Background: an optimization exercise with open tools, aiming at small area, a short achievable clock period and few clock cycles. Do not read the settings as production practice. At most, simulation tests tie the RTL to the original design; equivalence was not proved. Power and IR drop assume default switching activity.

==> inputs of v34 <==
## alu_mc
module alu_mc #(
  parameter int WIDTH = 64
) (
  input  logic             clk,
  input  logic             rst_n,
  input  logic             in_valid,
  output logic             in_ready,
  input  logic [WIDTH-1:0] A,
  input  logic [WIDTH-1:0] B,
  input  logic [4:0]       FS,
  input  logic             C0,
  output logic             out_valid,
  input  logic             out_ready,
  output logic [WIDTH-1:0] F,
  output logic [3:0]       status,
  output logic             busy
);
clock: 6.5 ns
lec_check: 0
cap_margin: 20
core_margin: 2
core_utilization: 40
setup_slack_margin: 3.0
slew_margin: 20
synth_hierarchical: 1
standard.sh (not shown) runs the stock make flow with config.mk's settings and CLKGATE_MAP_FILE= SYNTH_SCRIPT=/design/flow/synth_recipe.tcl, a recipe that flattens the netlist after the stock synthesis.
==> flow/flow/run.sh <==
#!/bin/bash
# Standard ORFS layout, except that the port buffers are plain buf_2 cells
# rather than the delay buffers buffer_ports picks by default.
set -euo pipefail
bash standard.sh "BUFFER_PORTS_ARGS=-buffer_cell sky130_fd_sc_hd__buf_2" finish > standard_flow.log 2>&1
==> v18 (differences from v34) <==
--- a/flow/design.v
+++ b/flow/design.v
@@ -27,55 +27,58 @@
   logic          zq_reg;           
   logic [1:0]    cr_reg;           
   logic          bprev_reg;        
   logic          v_reg, c_reg;
   assign in_ready  = rst_n & ~busy_reg & (~valid_reg | out_ready);
   assign out_valid = valid_reg;
   assign busy      = busy_reg;
   assign F         = r_reg;
-  assign status    = {v_reg, c_reg, r_reg[63], ~|r_reg};
+  logic          r_zero;
+  alu_zero64 u_zero (.x(r_reg), .z(r_zero));
+  assign status    = {v_reg, c_reg, r_reg[63], r_zero};
   assign accept    = in_valid & in_ready;
   assign op_is_mul = (FS[4:2] == 3'b110);
   assign mul_last  = (cnt_reg == 4'd8);
-  logic [63:0] a_op, b_op, alu_res;
+  logic [63:0] a_op, b_op;
   logic [63:0] ag, ap, aco;
   logic [64:0] sum;
   logic        alu_v, alu_c;
   assign a_op = FS[1] ? ~A : A;
   assign b_op = FS[0] ? ~B : B;
   assign ag   = {a_op[63:1] & b_op[63:1], (a_op[0] & b_op[0]) | ((a_op[0] ^ b_op[0]) & C0)};
   assign ap   = a_op ^ b_op;
   alu_pfx64 u_add (.g(ag), .p(ap), .co(aco));
   assign sum  = {aco[63], ap[63:1] ^ aco[62:0], ap[0] ^ C0};
   logic [63:0] sh_in, sh_out, shr;
   always_comb begin
     for (int i = 0; i < 64; i++) sh_in[i] = FS[2] ? A[63-i] : A[i];
     sh_out = sh_in << B[5:0];
     for (int i = 0; i < 64; i++) shr[i] = sh_out[63-i];
   end
+  logic [63:0] rest, r_next;
+  logic        sel_sum;
   always_comb begin
-    alu_res = '0;
-    alu_v   = 1'b0;
-    alu_c   = 1'b0;
-    case (FS[4:2])
-      3'b000: alu_res = a_op & b_op;
-      3'b001: alu_res = a_op | b_op;
-      3'b010: begin
-        alu_res = sum[63:0];
-        alu_c   = sum[64];
-        alu_v   = ~(a_op[63] ^ b_op[63]) & (sum[63] ^ a_op[63]);
-      end
-      3'b011: alu_res = a_op ^ b_op;
-      3'b100: alu_res = sh_out;
-      3'b101: alu_res = shr;
-      3'b110: alu_res = B;           
-      default: alu_res = '0;
-    endcase
+    if (busy_reg) rest = {lo[K-1:0], r_reg[63:K]};
+    else begin
+      case (FS[4:2])
+        3'b000:  rest = a_op & b_op;
+        3'b001:  rest = a_op | b_op;
+        3'b011:  rest = a_op ^ b_op;
+        3'b100:  rest = sh_out;
+        3'b101:  rest = shr;
+        3'b110:  rest = B;           
+        default: rest = '0;          
+      endcase
+    end
   end
+  assign sel_sum = ~busy_reg & (FS[4:2] == 3'b010);
+  alu_mux64 u_rmux (.a(sum[63:0]), .b(rest), .s(sel_sum), .y(r_next));
+  assign alu_c = sel_sum & sum[64];
+  assign alu_v = sel_sum & ~(a_op[63] ^ b_op[63]) & (sum[63] ^ a_op[63]);
   logic [K:0]    mb;
   logic [3:0]     bone, btwo, bneg;
   logic [63:0]   pp [0:3];
   assign mb = {r_reg[K-1:0], bprev_reg};
   always_comb begin
     for (int m = 0; m < 4; m++) begin
       bone[m] = mb[2*m+1] ^ mb[2*m];
       btwo[m] = (mb[2*m+2] & ~mb[2*m+1] & ~mb[2*m]) | (~mb[2*m+2] & mb[2*m+1] & mb[2*m]);
@@ -480,22 +483,20 @@
     sw_reg    <= busy_reg ? xr[63:K] : '0;
     cw_reg    <= busy_reg ? yr[63:K] : '0;
     xq_reg    <= busy_reg ? xr[K-1:0] : '0;
     yq_reg    <= busy_reg ? yr[K-1:0] : '0;
     zq_reg    <= busy_reg & bneg[3];
     cr_reg    <= busy_reg ? lo[K+1:K] : 2'b00;
     bprev_reg <= busy_reg & r_reg[K-1];
     if (!busy_reg) a_reg <= A;
+    if (accept | busy_reg) r_reg <= r_next;
     if (accept) begin
-      r_reg <= alu_res;
       v_reg <= alu_v;
       c_reg <= alu_c;
-    end else if (busy_reg) begin
-      r_reg <= {lo[K-1:0], r_reg[63:K]};
     end
   end
 endmodule
 module alu_fa (
   input  logic a,
   input  logic b,
   input  logic c,
   output logic s,
@@ -508,16 +509,36 @@
   input  logic a,
   input  logic b,
   output logic s,
   output logic co
 );
   assign s  = a ^ b;
   assign co = a & b;
 endmodule
+module alu_mux64 (
+  input  logic [63:0] a,
+  input  logic [63:0] b,
+  input  logic        s,
+  output logic [63:0] y
+);
+  assign y = s ? a : b;
+endmodule
+module alu_zero64 (
+  input  logic [63:0] x,
+  output logic        z
+);
+  logic [15:0] n1;
+  logic [3:0]  n2;
+  always_comb begin
+    for (int i = 0; i < 16; i++) n1[i] = ~|x[4*i +: 4];
+    for (int j = 0; j < 4; j++) n2[j] = ~&n1[4*j +: 4];
+    z = ~|n2;
+  end
+endmodule
 module alu_pfx64 (
   input  logic [63:0] g,
   input  logic [63:0] p,
   output logic [63:0] co
 );
   logic [63:0] gl [0:6];
   logic [63:0] pl [0:6];
   assign gl[0] = g;
==> flow/config.mk (replaced) <==
export PLATFORM = sky130hd
export DESIGN_NAME = alu_mc
export DESIGN_NICKNAME = alu_mc
export VERILOG_FILES = /design/flow/design.v
export SDC_FILE = /design/flow/constraint.sdc
export NUM_CORES = 4
export LEC_CHECK = 0
export CAP_MARGIN = 20
export CORE_MARGIN = 2
export CORE_UTILIZATION = 55
export SETUP_SLACK_MARGIN = 3.0
export SLEW_MARGIN = 20
export SYNTH_HIERARCHICAL = 1
==> summary of the runs <==
Against v18, the sequential share of layout area of v34 is lower by 0.66 points.
Of v18 and v34, v34 has the higher final area (gap about 4.3%, measured against v34).
In v34 the critical path depth is higher than in v18, by 5.
Of v18 and v34, v18 has the higher worst hold slack (gap 15 ps).
v34 finished with timing, DRC and antenna clean. v18 produced a clean layout.
In v34 the core utilization is lower than in v18, by 16 points.
In clock skew, v18 and v34 hardly differ.
Clock-buffer cell count: v18 is lower than v34 (8).
Between v18 and v34, the lower power is in v18 (gap 0.82%, measured against v34).
Testbench counts of v18, summed over its fixed seeds: cycles 5,376.
The RTL of v34 was laid out without a check of its function.

## what the ideal ports hide
No port has a modelled driver above. Below, the same layouts with a new extraction and two added sets of constraints. Step 1, drivers: a clkbuf_16 drives clk and a buf_2 each remaining input, both assumed. Step 2 moves the port delays by t, midway between the first and last clock arrival at a register: inputs arrive t later, outputs are due t later. That takes back most of the time a late clock gives input paths. a / b / c = ideal ports / drivers / drivers and shift; a / b = the first two.
| run | t (ns) | setup WS [ns] | worst setup path at the end |
|---|---|---|---|
| v34 | 0.653 | 2.270 / 2.056 / 1.402 | input to register |
| v18 | 0.642 | 2.651 / 2.464 / 1.822 | input to register |
After both steps setup and hold are still met in every run listed. For v34, which loses most, drivers alone change the setup slack by -0.214 ns; drivers and shift together by -0.868 ns.
